Source: an optimization exercise on an open RTL-to-GDS flow (aim: small area, a short achievable clock period and few clock cycles per item). Production flows keep margins and buffers that such runs may drop. Only simulation tests tie the RTL to the original design; equivalence was not proved. Power is estimated from default activity; no workload was simulated.

==> v20 <==
Design sub_pipelined, start of the top module:
module sub_pipelined #(
   parameter int unsigned w = sub_pipelined_pkg::SUB_W,
   parameter int unsigned s = sub_pipelined_pkg::SUB_S
) (
   input  logic         clk,
   input  logic         rstn,
   input  logic [w-1:0] op1,
   input  logic [w-1:0] op2,
   input  logic         valid_op1,
   input  logic         valid_op2,
   output logic         op_ready,
   output logic [w-1:0] res,
   output logic         valid,
   output logic         borrow,
   output logic         zero,
   input  logic         res_ready
);
==> flow/config.mk <==
export PLATFORM = sky130hd
export DESIGN_NAME = sub_pipelined
export DESIGN_NICKNAME = sub_pipelined
export VERILOG_FILES = /design/flow/design.v
export SDC_FILE = /design/flow/constraint.sdc
export NUM_CORES = 4
export LEC_CHECK = 0
export CAP_MARGIN = 20
export CORE_MARGIN = 2
export CORE_UTILIZATION = 50
export PLACE_DENSITY = 0.6
export SLEW_MARGIN = 20
export SYNTH_HIERARCHICAL = 1
export SYNTH_MINIMUM_KEEP_SIZE = 0
==> flow/constraint.sdc <==
create_clock -name core_clock -period 3.5 [get_ports {clk}]
set_input_delay 0.7000 -clock core_clock [delete_from_list [all_inputs] [get_ports {clk}]]
set_output_delay 0.7000 -clock core_clock [all_outputs]
set_load 0.01 [all_outputs]
standard.sh (not shown) runs the stock make flow with config.mk's settings and CLKGATE_MAP_FILE= SYNTH_SCRIPT=/design/flow/synth_recipe.tcl, a recipe that flattens the netlist after the stock synthesis.
==> flow/flow/run.sh <==
#!/bin/bash
# Layout flow: the standard flow (standard.sh, synthesis unchanged) with
#  - each I/O port buffered by a plain sky130_fd_sc_hd__buf_1 instead of the
#    buffer cell buffer_ports would pick by itself;
#  - after floorplan, every combinational cell reset to its _1 size
#    (flow/downsize.tcl), so that timing repair sizes up only what it needs;
#  - timing repair asked for extra setup margin (SETUP_SLACK_MARGIN below);
#  - the clock tree built from clkbuf_8 cells instead of clkbuf_16.
# Each step's full output goes to its own log file in this folder.
set -eo pipefail
ARGS=("BUFFER_PORTS_ARGS=-buffer_cell sky130_fd_sc_hd__buf_1"
      "SETUP_SLACK_MARGIN=1.15"
      "CTS_BUF_LIST=sky130_fd_sc_hd__clkbuf_8")
bash standard.sh "${ARGS[@]}" floorplan > standard_floorplan.log 2>&1
F=$PWD/orfs/results/sky130hd/sub_pipelined/base/2_floorplan.odb
ODB_IN=$F ODB_OUT=$F openroad -no_init -exit flow/downsize.tcl > downsize.log 2>&1
bash standard.sh "${ARGS[@]}" finish > standard_finish.log 2>&1
==> flow/flow/downsize.tcl <==
# Reset every combinational cell that synthesis upsized to its _1 size, so
# that timing repair later sizes up only the gates that need it.
read_db $::env(ODB_IN)
set db [ord::get_db]
set n 0
foreach inst [[ord::get_db_block] getInsts] {
  set m [[$inst getMaster] getName]
  if {![regexp {^(sky130_fd_sc_hd__)([a-z0-9]+)_([0-9]+)$} $m -> pfx base sz]} { continue }
  if {[regexp {^(e?df|dl|sdf|tap|fill|decap|conb|clk)} $base]} { continue }
  if {$sz == 1} { continue }
  set new [$db findMaster ${pfx}${base}_1]
  if {$new == "NULL" || $new == ""} { continue }
  $inst swapMaster $new
  incr n
}
puts "downsized $n cells"
write_db $::env(ODB_OUT)
==> v17 (differences from v20) <==
--- a/flow/flow/run.sh
+++ b/flow/flow/run.sh
@@ -7,3 +7,4 @@
 #  - timing repair asked for extra setup margin (SETUP_SLACK_MARGIN below);
-#  - the clock tree built from clkbuf_8 cells instead of clkbuf_16.
+#  - the clock tree built from clkbuf_8 cells instead of clkbuf_16, without
+#    dummy load cells.
 # Each step's full output goes to its own log file in this folder.
@@ -12,3 +13,3 @@
       "SETUP_SLACK_MARGIN=1.15"
-      "CTS_BUF_LIST=sky130_fd_sc_hd__clkbuf_8")
+      "CTS_ARGS=-sink_clustering_enable -repair_clock_nets -buf_list sky130_fd_sc_hd__clkbuf_8 -dont_use_dummy_load")
 bash standard.sh "${ARGS[@]}" floorplan > standard_floorplan.log 2>&1
==> v34 (differences from v20) <==
--- a/flow/config.mk
+++ b/flow/config.mk
@@ -9,3 +9,3 @@
 export CORE_MARGIN = 2
-export CORE_UTILIZATION = 50
+export CORE_UTILIZATION = 40
 export PLACE_DENSITY = 0.6
==> comparison table <==
	v20	v34	v17
Synth-to-Final Area Change	12.13%	14.33%	11.41%
Share of layout cells above drive strength 1	6.703%	8.561%	6.269%
Effective utilization at floorplan	50.65%	40.35%	50.65%
First-pass GRT wire length	43950 um	44580 um	43840 um
Worst setup path endpoint	c_q[31]$_DFFE_PP_	c_q[19]$_DFFE_PP_	d_q[22]$_DFFE_PP_
Proportion of cell area occupied by registers	33.86%	33.21%	34.08%
Largest vdd supply drop	0.0001952 V	0.0001836 V	0.0001863 V
Buf/Inv on CP	3	3	2
Run status	timing/DRC/antenna clean	timing/DRC/antenna clean	timing/DRC/antenna clean
Worst R2R End	d_q[61]$_DFFE_PP_	d_q[105]$_DFFE_PP_	d_q[69]$_DFFE_PP_
Count of plain and timing-repair buffers	413	419	414
Setup repair after global routing missed its margin	true	false	false
Total placed cells including tap cells	1918	1991	1918
Post-DP HPWL	23520 um	24680 um	23520 um
Worst path slowest cell	xor2_2	a21oi_1	o21ai_1
Setup Buffers After CTS	3	2	2
Height of the die	160.5 um	179.0 um	160.5 um
Sum of internal, switching and leakage power	5.870 mW	5.988 mW	5.651 mW
Largest stage delay on the critical path	0.24 ns	0.24 ns	0.33 ns
Largest fanout on the critical path	8	8	6
Testbench counts of v20, summed over its fixed seeds: cycles 3,208, items 3,200.
Testbench counts of v17, summed over its fixed seeds: cycles 3,208, items 3,200.
Testbench counts of v34, summed over its fixed seeds: cycles 3,208, items 3,200.

afterwards: timing with drivers on the ports:
Ports are ideal in the flow. The routed layouts listed here were re-timed in OpenROAD. Step 1 sets driving cells, clkbuf_16 on the clock port and buf_2 on the other inputs (assumed; they add their load-dependent delay and slew). Step 2, shift: input delay + t, output delay - t, t = (earliest + latest rising clock arrival at the registers) / 2. This alone moves slack from input paths to output paths. Slacks: ideal / step 1 / step 2; pairs: ideal / step 1.
| run | shift t [ns] | slack for setup (ns) | clock arrival spread, ns |
|---|---|---|---|
| v20 | 0.490 | 1.227 / 1.212 / 0.753 | 0.026 / 0.025 |
| v17 | 0.472 | 1.209 / 1.222 / 0.750 | 0.041 / 0.042 |
| v34 | 0.499 | 1.195 / 1.205 / 0.712 | 0.019 / 0.019 |
After both steps setup and hold are still met in every run listed. For v34, which loses most, drivers alone change the setup slack by +0.010 ns; drivers and shift together by -0.483 ns.
